Source: an optimization exercise on an open RTL-to-GDS flow (aim: small area). Production flows keep margins and buffers that such runs may drop.
Function was checked by simulation only, so behaviour that the tests miss may differ from the original.

<file path="design.v">
package mpfr_pkg;
  localparam int unsigned RAW_W    = 16;
  localparam int unsigned SAMPLE_W = 9;
  localparam int unsigned FREQ_W   = 16;
  localparam int unsigned SET_W    = 8;
  localparam int unsigned THR_W    = 8;
  localparam int unsigned QC_W     = 7;
  localparam int unsigned UNIT_W   = 10;
  localparam int unsigned BIG_W    = 17;
  localparam int unsigned JOB_W    = FREQ_W + SAMPLE_W;
endpackage
import mpfr_pkg::*;
module mpfr_front (
  input  logic                 clk_i,
  input  logic                 rst_ni,
  input  logic                 sample_valid_i,
  output logic                 sample_ready_o,
  input  logic signed [15:0]   sample_raw_pressure_i,
  input  logic                 sample_read_ok_i,
  input  logic [15:0]          sample_drive_frequency_i,
  input  logic                 full_i,
  output logic                 push_o,
  output logic [JOB_W-1:0]     job_o
);
  logic [3:0]                 cnt_q;
  logic                       pend_q;
  logic signed [SAMPLE_W-1:0] t_q [5];
  logic [RAW_W-1:0]           raw_val;
  logic                       neg;
  logic [RAW_W-1:0]           mag;
  logic [7:0]                 quot;
  logic [7:0]                 spos;
  logic signed [SAMPLE_W-1:0] x;
  logic                       take;
  logic                       last;
  logic [4:0]                 gt;
  logic signed [SAMPLE_W-1:0] tn [5];
  always_comb begin
    raw_val = sample_read_ok_i ? sample_raw_pressure_i : '0;
    neg     = raw_val[RAW_W-1];
    mag     = neg ? (~raw_val + 1'b1) : raw_val;
    quot    = 8'(mag[15:4] / 12'd15);
    spos    = 8'((12'(quot) * 12'd19) / 12'd20);
    x       = neg ? -$signed({1'b0, spos}) : $signed({1'b0, spos});
  end
  assign last           = (cnt_q == 4'd9);
  assign push_o         = pend_q && !full_i;
  assign sample_ready_o = !pend_q || !full_i;
  assign take           = sample_valid_i && sample_ready_o;
  always_comb begin
    for (int i = 0; i < 5; i++) begin
      gt[i] = (cnt_q <= 4'(i)) || (x > t_q[i]);
    end
    for (int i = 0; i < 5; i++) begin
      if (!gt[i])                tn[i] = t_q[i];
      else if (i == 0 || !gt[i-1]) tn[i] = x;
      else                       tn[i] = t_q[(i == 0) ? 0 : i-1];
    end
  end
  assign job_o = {t_q[1][6:0], t_q[0], t_q[4]};
  always_ff @(posedge clk_i or negedge rst_ni) begin
    if (!rst_ni) begin
      cnt_q  <= '0;
      pend_q <= 1'b0;
    end else begin
      if (take) begin
        cnt_q <= last ? 4'd0 : cnt_q + 4'd1;
      end
      if (take && last) begin
        pend_q <= 1'b1;
      end else if (push_o) begin
        pend_q <= 1'b0;
      end
    end
  end
  always_ff @(posedge clk_i) begin
    if (take) begin
      for (int i = 2; i < 5; i++) t_q[i] <= tn[i];
      if (last) begin
        {t_q[1][6:0], t_q[0]} <= sample_drive_frequency_i;
      end else begin
        t_q[0] <= tn[0];
        t_q[1] <= tn[1];
      end
    end
  end
endmodule
module mpfr_queue
#(
  parameter int unsigned WIDTH = 25
) (
  input  logic             clk_i,
  input  logic             rst_ni,
  input  logic             push_i,
  input  logic [WIDTH-1:0] data_i,
  output logic             full_o,
  input  logic             pop_i,
  output logic             valid_o,
  output logic [WIDTH-1:0] data_o
);
  logic [WIDTH-1:0] slot0_q, slot1_q;
  logic             rd_q;
  logic [1:0]       count_q;
  logic             wr;
  assign full_o  = count_q[1];
  assign valid_o = count_q[1] | count_q[0];
  assign wr      = rd_q ^ count_q[0];
  assign data_o  = rd_q ? slot1_q : slot0_q;
  always_ff @(posedge clk_i or negedge rst_ni) begin
    if (!rst_ni) begin
      rd_q    <= 1'b0;
      count_q <= 2'd0;
    end else begin
      if (pop_i) begin
        rd_q <= ~rd_q;
      end
      if (push_i && !pop_i) begin
        count_q <= count_q + 2'd1;
      end else if (pop_i && !push_i) begin
        count_q <= count_q - 2'd1;
      end
    end
  end
  always_ff @(posedge clk_i) begin
    if (push_i && !wr) slot0_q <= data_i;
    if (push_i &&  wr) slot1_q <= data_i;
  end
endmodule
import mpfr_pkg::*;
module mpfr_back (
  input  logic                 clk_i,
  input  logic                 rst_ni,
  input  logic                 job_valid_i,
  input  logic [JOB_W-1:0]     job_i,
  output logic                 pop_o,
  input  logic [SET_W-1:0]     setpoint_i,
  input  logic [FREQ_W-1:0]    max_freq_i,
  input  logic [THR_W-1:0]     threshold_i,
  input  logic [UNIT_W-1:0]    unit_i,
  input  logic [BIG_W-1:0]     big_i,
  output logic                 result_valid_o,
  input  logic                 result_ready_i,
  output logic signed [8:0]    result_median_pressure_o,
  output logic [15:0]          result_new_frequency_o,
  output logic                 result_command_issued_o,
  output logic                 result_at_target_o
);
  logic                       b1_valid_q;
  logic signed [SAMPLE_W-1:0] med_q;
  logic [FREQ_W-1:0]          freq_q;
  logic                       out_valid_q;
  logic signed [SAMPLE_W-1:0] out_med_q;
  logic [FREQ_W-1:0]          out_freq_q;
  logic                       out_issued_q;
  logic out_free, b1_adv, b1_load;
  logic signed [10:0] diff;
  logic [10:0]        adiff;
  logic               below, above, far, ge_big, use_big_dn, use_big, zero;
  logic [BIG_W-1:0]   step;
  logic [17:0]        sum;
  logic [FREQ_W-1:0]  cmd;
  assign out_free = !out_valid_q || result_ready_i;
  assign b1_adv   = b1_valid_q && out_free;
  assign b1_load  = !b1_valid_q || b1_adv;
  assign pop_o    = job_valid_i && b1_load;
  always_comb begin
    diff       = $signed({3'b0, setpoint_i}) - 11'(med_q);
    below      = !diff[10] && (diff != 11'sd0);
    above      = diff[10];
    adiff      = above ? -diff : diff;
    far        = adiff > {3'b0, threshold_i};
    ge_big     = {1'b0, freq_q} >= big_i;
    use_big_dn = far && ge_big;
    use_big    = above ? use_big_dn : far;
    step       = use_big ? big_i : {7'b0, unit_i};
    sum        = above ? ({2'b0, freq_q} - {1'b0, step}) : ({2'b0, freq_q} + {1'b0, step});
    zero       = !(below || above) ||
                 (above && !use_big_dn && (sum[17] || max_freq_i <= 16'd100));
    cmd        = zero ? '0 : ((sum > {2'b0, max_freq_i}) ? max_freq_i : sum[15:0]);
  end
  always_ff @(posedge clk_i or negedge rst_ni) begin
    if (!rst_ni) begin
      b1_valid_q  <= 1'b0;
      out_valid_q <= 1'b0;
    end else begin
      if (b1_load)  b1_valid_q  <= job_valid_i;
      if (out_free) out_valid_q <= b1_valid_q;
    end
  end
  always_ff @(posedge clk_i) begin
    if (pop_o) begin
      {freq_q, med_q} <= job_i;
    end
    if (b1_adv) begin
      out_med_q    <= med_q;
      out_freq_q   <= cmd;
      out_issued_q <= below || above;
    end
  end
  assign result_valid_o           = out_valid_q;
  assign result_median_pressure_o = out_med_q;
  assign result_new_frequency_o   = out_freq_q;
  assign result_command_issued_o  = out_issued_q;
  assign result_at_target_o       = !out_issued_q;
endmodule
import mpfr_pkg::*;
module median_pressure_fan_regulator
#(
  parameter int unsigned SAMPLES = 10
) (
  input  logic                  clk_i,
  input  logic                  rst_ni,
  input  logic                  cfg_we_i,
  input  logic [1:0]            cfg_idx_i,
  input  logic [15:0]           cfg_data_i,
  input  logic                  sample_valid_i,
  output logic                  sample_ready_o,
  input  logic signed [15:0]    sample_raw_pressure_i,
  input  logic                  sample_read_ok_i,
  input  logic [15:0]           sample_drive_frequency_i,
  output logic                  result_valid_o,
  input  logic                  result_ready_i,
  output logic signed [8:0]     result_median_pressure_o,
  output logic [15:0]           result_new_frequency_o,
  output logic                  result_command_issued_o,
  output logic                  result_at_target_o
);
  logic [SET_W-1:0]  setpoint_q;
  logic [FREQ_W-1:0] max_freq_q;
  logic [THR_W-1:0]  threshold_q;
  logic [QC_W-1:0]   quick_q;
  logic [UNIT_W-1:0] unit_q;
  logic [BIG_W-1:0]  big_q;
  logic              push, full, pop, job_valid;
  logic [JOB_W-1:0]  job_in, job_out;
  always_ff @(posedge clk_i or negedge rst_ni) begin
    if (!rst_ni) begin
      setpoint_q  <= 8'd0;
      max_freq_q  <= 16'd20000;
      threshold_q <= 8'd10;
      quick_q     <= 7'd10;
    end else if (cfg_we_i) begin
      case (cfg_idx_i)
        2'd0: setpoint_q  <= cfg_data_i[SET_W-1:0];
        2'd1: max_freq_q  <= cfg_data_i[FREQ_W-1:0];
        2'd2: threshold_q <= cfg_data_i[THR_W-1:0];
        2'd3: quick_q     <= cfg_data_i[QC_W-1:0];
        default: ;
      endcase
    end
  end
  always_ff @(posedge clk_i) begin
    unit_q <= UNIT_W'(max_freq_q / 16'd100);
    big_q  <= unit_q * quick_q;
  end
  mpfr_front u_front (
    .clk_i                    (clk_i),
    .rst_ni                   (rst_ni),
    .sample_valid_i           (sample_valid_i),
    .sample_ready_o           (sample_ready_o),
    .sample_raw_pressure_i    (sample_raw_pressure_i),
    .sample_read_ok_i         (sample_read_ok_i),
    .sample_drive_frequency_i (sample_drive_frequency_i),
    .full_i                   (full),
    .push_o                   (push),
    .job_o                    (job_in)
  );
  mpfr_queue #(
    .WIDTH (JOB_W)
  ) u_queue (
    .clk_i   (clk_i),
    .rst_ni  (rst_ni),
    .push_i  (push),
    .data_i  (job_in),
    .full_o  (full),
    .pop_i   (pop),
    .valid_o (job_valid),
    .data_o  (job_out)
  );
  mpfr_back u_back (
    .clk_i                    (clk_i),
    .rst_ni                   (rst_ni),
    .job_valid_i              (job_valid),
    .job_i                    (job_out),
    .pop_o                    (pop),
    .setpoint_i               (setpoint_q),
    .max_freq_i               (max_freq_q),
    .threshold_i              (threshold_q),
    .unit_i                   (unit_q),
    .big_i                    (big_q),
    .result_valid_o           (result_valid_o),
    .result_ready_i           (result_ready_i),
    .result_median_pressure_o (result_median_pressure_o),
    .result_new_frequency_o   (result_new_frequency_o),
    .result_command_issued_o  (result_command_issued_o),
    .result_at_target_o       (result_at_target_o)
  );
endmodule
</file>
<file path="config.mk">
export PLATFORM = sky130hd
export DESIGN_NAME = median_pressure_fan_regulator
export DESIGN_NICKNAME = median_pressure_fan_regulator
export VERILOG_FILES = /design/flow/design.v
export SDC_FILE = /design/flow/constraint.sdc
export NUM_CORES = 4
export LEC_CHECK = 0
export ABC_AREA = 1
export CAP_MARGIN = 20
export CORE_MARGIN = 2
export CORE_UTILIZATION = 40
export SLEW_MARGIN = 20
</file>
<file path="constraint.sdc">
create_clock -name core_clock -period 10.0 [get_ports {clk_i}]
set_input_delay 2.0000 -clock core_clock [delete_from_list [all_inputs] [get_ports {clk_i}]]
set_output_delay 2.0000 -clock core_clock [all_outputs]
set_load 0.01 [all_outputs]
</file>
<file path="run.sh">
#!/bin/bash
# synth_recipe.tcl (not shown) runs the flow's synth.tcl, then flattens the netlist and writes it again
# the make line also repeats each setting of config.mk as NAME=value (left out here)
make -C /OpenROAD-flow-scripts/flow DESIGN_CONFIG=/design/flow/config.mk WORK_HOME=/design/flow/orfs CLKGATE_MAP_FILE= SYNTH_SCRIPT=/design/flow/synth_recipe.tcl finish
</file>
==> results.txt <==
[layout by cell type (no fill, tap or decap), types with 25 or more instances in the layout]
| cell | netlist | final |
|---|---|---|
| nor2_1 | 136 | 120 |
| nand3_2 | 17 | 30 |
| inv_2 | 38 | 48 |
| nand3_1 | 105 | 83 |
| buf_4 | 0 | 261 |
| buf_6 | 1 | 34 |
| fa_1 | 45 | 45 |
| xor2_1 | 63 | 62 |
| nand2_4 | 24 | 62 |
| ha_1 | 170 | 145 |
| o21ai_0 | 142 | 96 |
| nand2_2 | 44 | 110 |
| clkbuf_16 | 0 | 28 |
| dfrtp_1 | 40 | 40 |
| a21oi_1 | 101 | 85 |
| nand4_1 | 29 | 29 |
| inv_1 | 310 | 291 |
| ha_4 | 0 | 25 |
| dfxtp_1 | 27 | 27 |
| clkdlybuf4s50_1 | 0 | 67 |
| o21ai_2 | 3 | 30 |
| nand2_1 | 624 | 519 |
| edfxtp_1 | 146 | 146 |
| o21ai_1 | 29 | 42 |
[kinds of logic (layout without fill, tap and decap cells)]
family,after synthesis,in the layout,share of synthesized area
compound gates,340,340,0.106
simple gates,1032,1032,0.260
flops,222,222,0.343
fa+ha+maj,215,215,0.168
mux,2,2,0.00111
xor+xnor,76,76,0.0370
buf+inv,401,797,0.0848
[cell type report]
cell class              count  area [um2]
inverters                 357        1380
clock inverters            14         160
repair buffers            392        3380
flip-flops and latches    222        6160
fillers                  3964       20000
multi-input cells        1665       11800
well taps                 592         741
clock buffers              34         701
[worst min-delay path by stage]
stage,to,slack (ns),from,depth (start not counted)
after global routing,u_back.out_med_q[5],0.47,u_back.med_q[5],0
after floorplan,u_back.out_med_q[1],0.43,u_back.med_q[1],0
after CTS,u_back.out_med_q[5],0.46,u_back.med_q[5],0
after detailed placement,u_back.out_med_q[5],0.45,u_back.med_q[5],0
final,u_back.out_med_q[5],0.46,u_back.med_q[5],0
after global placement,u_back.out_med_q[6],0.44,u_back.med_q[6],0
[synth_stat cells (all sizes together) (3+ instances only)]
cell type | instances | area, um2
xnor2 | 13 | 114
ha | 170 | 2130
nor4 | 4 | 25.0
fa | 45 | 901
a211oi | 3 | 22.5
a31oi | 6 | 37.5
edfxtp | 146 | 4380
nand3b | 7 | 52.6
a21oi | 107 | 558
buf | 10 | 55.1
dfrtp | 40 | 1000
nand4 | 33 | 240
dfstp | 9 | 236
nand2 | 692 | 2890
o21bai | 10 | 78.8
a21o | 7 | 52.6
o21ai | 175 | 898
xor2 | 63 | 552
inv | 348 | 1310
clkinv | 9 | 35.0
or2 | 9 | 56.3
o211ai | 15 | 113
clkbuf | 34 | 129
dfxtp | 27 | 541
nand3 | 122 | 696
nor2 | 150 | 642
nor3 | 12 | 65.1
[metrics by stage]
| stage | hold slack, ns | utilization |
|---|---|---|
| 6_report | 0.461 | 0.548 |
| 5_1_grt | 0.469 | 0.548 |
| 4_1_cts | 0.461 | 0.528 |
| 3_5_place_dp | 0.445 | 0.476 |
| 3_3_place_gp | 0.436 | 0.476 |
| 2_1_floorplan | 0.426 | - |
[sequential cells by signal (all words and copies together) (netlist names), 4 cells and up]
register	flops
big_q	17
max_freq_q	16
quick_q	7
setpoint_q	8
threshold_q	8
u_back.freq_q	16
u_back.med_q	9
u_back.out_freq_q	16
u_back.out_med_q	9
u_front.cnt_q	4
u_front.t_q	45
u_queue.slot0_q	25
u_queue.slot1_q	25
unit_q	10
[what timing repair did]
action | 4_1_cts | 5_1_grt
pin swaps | 122 | 96
buffers inserted | 94 | 36
endpoints found under the setup margin | 90 | 90
resized for setup | 222 | 182
gates cloned | 4 | 3
[per-layer routing]
metal / wire, um / GRT usage
met1: 21600 / 0.265
met2: 23400 / 0.358
met3: 1610 / 0.0223
met4: 1130 / 0.0484
met5: 0 / 0
==> flow_summary.yaml <==
sta:
  setup_viol: 90
  fin_crit_ns: 12.61
  tns_ns: -210.38
  rsz0062_at_grt: "yes"
  setup_ws_ns: -2.61
  timing.final.crit_share: 1.26
  skew_ns: 0.0236
  maxSlewViolCount: 0
  tightest_slew_ns: 0.922
  relSlewSlack: 0.385
  hold_viol_final: 0
  fmax_mhz: 79.3
critical_path:
  cp.depth: 110
  cp_max_fo: 8
  slowest_delay_ns: 0.42
  r2r_end: "u_back.out_freq_q[15]"
  cp-startpoint: "sample_read_ok_i"
  crit_required_ns: 10.31
  cp-end-kind: "flop"
  cp_num_buf_inv: 23
  cp.arrival_ns: 12.92
  crit_family: "simple AND/OR/NAND/NOR gates"
  crit_type: "input pin to flop"
  crit_slowest_cell: "fa_1"
  reg2reg_setup_slack_ns: 1.22
  ff2ff_path_depth: 53
  crit_top_cell: "nand2_4"
  worst_setup_path_start_kind: "input pin"
  crit_end: "u_front.t_q[1][3]"
  r2r-start: "u_back.med_q[2]"
synthesis:
  yosysWarnings: 7
  syn_inst: 2288
  async_flop_share: 0.221
  synth.distinct_cells: 64
  synth_edf_count: 146
  ys_ff_latch: 222
  yosysSeqAreaShare: 0.343
  netlist_area_um2: 18000
  syn-num-nets: 2559
  synthFlopType: "edfxtp_1"
  avgSynthCellArea_um2: 7.86
floorplan:
  io_pins: 85
  start_util: 0.406
  die_x_um: 216
  num_rows: 77
  die_y_um: 216
  dieArea_um2: 46700
  coreArea_um2: 44300
drt:
  drc: 0
  viasPerCell: 4.91
  vias: 16095
  drtPass1Iterations: 6
  drt_iter0_drc: 986
  finalWirelength_um: 47700
  ant_nets: 0
  routedWlPerCell_um: 14.6
cells_and_area:
  finish.instance_area_um2: 24300
  fin_nets: 2935
  layoutNonFillerInstCount: 3276
  diodes: 0
  drive_gt1_frac: 0.293
  area_growth_pct: 35.0
clock_network:
  h-tree-depth: 1
  clkTransAtPathRegs_ns: 0.06
  cts_tree: "done"
  worst_skew_pair.late_latency_ns: 0.56
  numCtsBuffers: 26
  cts.sinks: 222
  clockBufferDepth: 3
  cts_hold_buf: 0
  cts-root-buf: "clkbuf_16"
place:
  dp_cells: 3098
  post-dp-hpwl_um: 35200
  pre_cts_slack_ns: -3.72
  placed_area_um2: 21100
  gp_congestion: 0.911
  io_buffer_count: 84
grt:
  grt_pass1_wl_um: 78500
  antenna_found_initial: 0
  grt.total_usage: 0.203
  grt-ovfl-total: 0
  grt_start_max_net_pins: 50
  grt_pass1_vias: 16158
status:
  status: "failed layout checks"
  failed_layout_checks: "negative setup slack"
worst_hold_path:
  hold_path.class: "flop to flop"
job:
  cap_violations: 0

## port drivers added, routing unchanged
No port has a modelled driver above. Below, the same layout with a new extraction and two added sets of constraints.
Step 1 (the two cells are an assumption about what drives the block):
set clk [get_ports {clk_i}]
set_driving_cell -lib_cell sky130_fd_sc_hd__clkbuf_16 $clk
set_driving_cell -lib_cell sky130_fd_sc_hd__buf_2 [delete_from_list [all_inputs] $clk]
Step 2 moves the port delays by t, midway between the first and last clock arrival at a register: inputs arrive t later, outputs are due t later. That takes back most of the time a late clock gives input paths.
Three values: no drivers, after step 1, after step 2; two values: the first two.
t (ns): 0.607
setup WS [ns]: -2.605 / -2.596 / -3.203
worst hold slack (ns): 0.461 / 0.461 / 0.461
latest minus earliest clock arrival (ns): 0.027 / 0.027
The setup slack of this run moves by +0.009 ns with the drivers and by -0.598 ns with both steps.
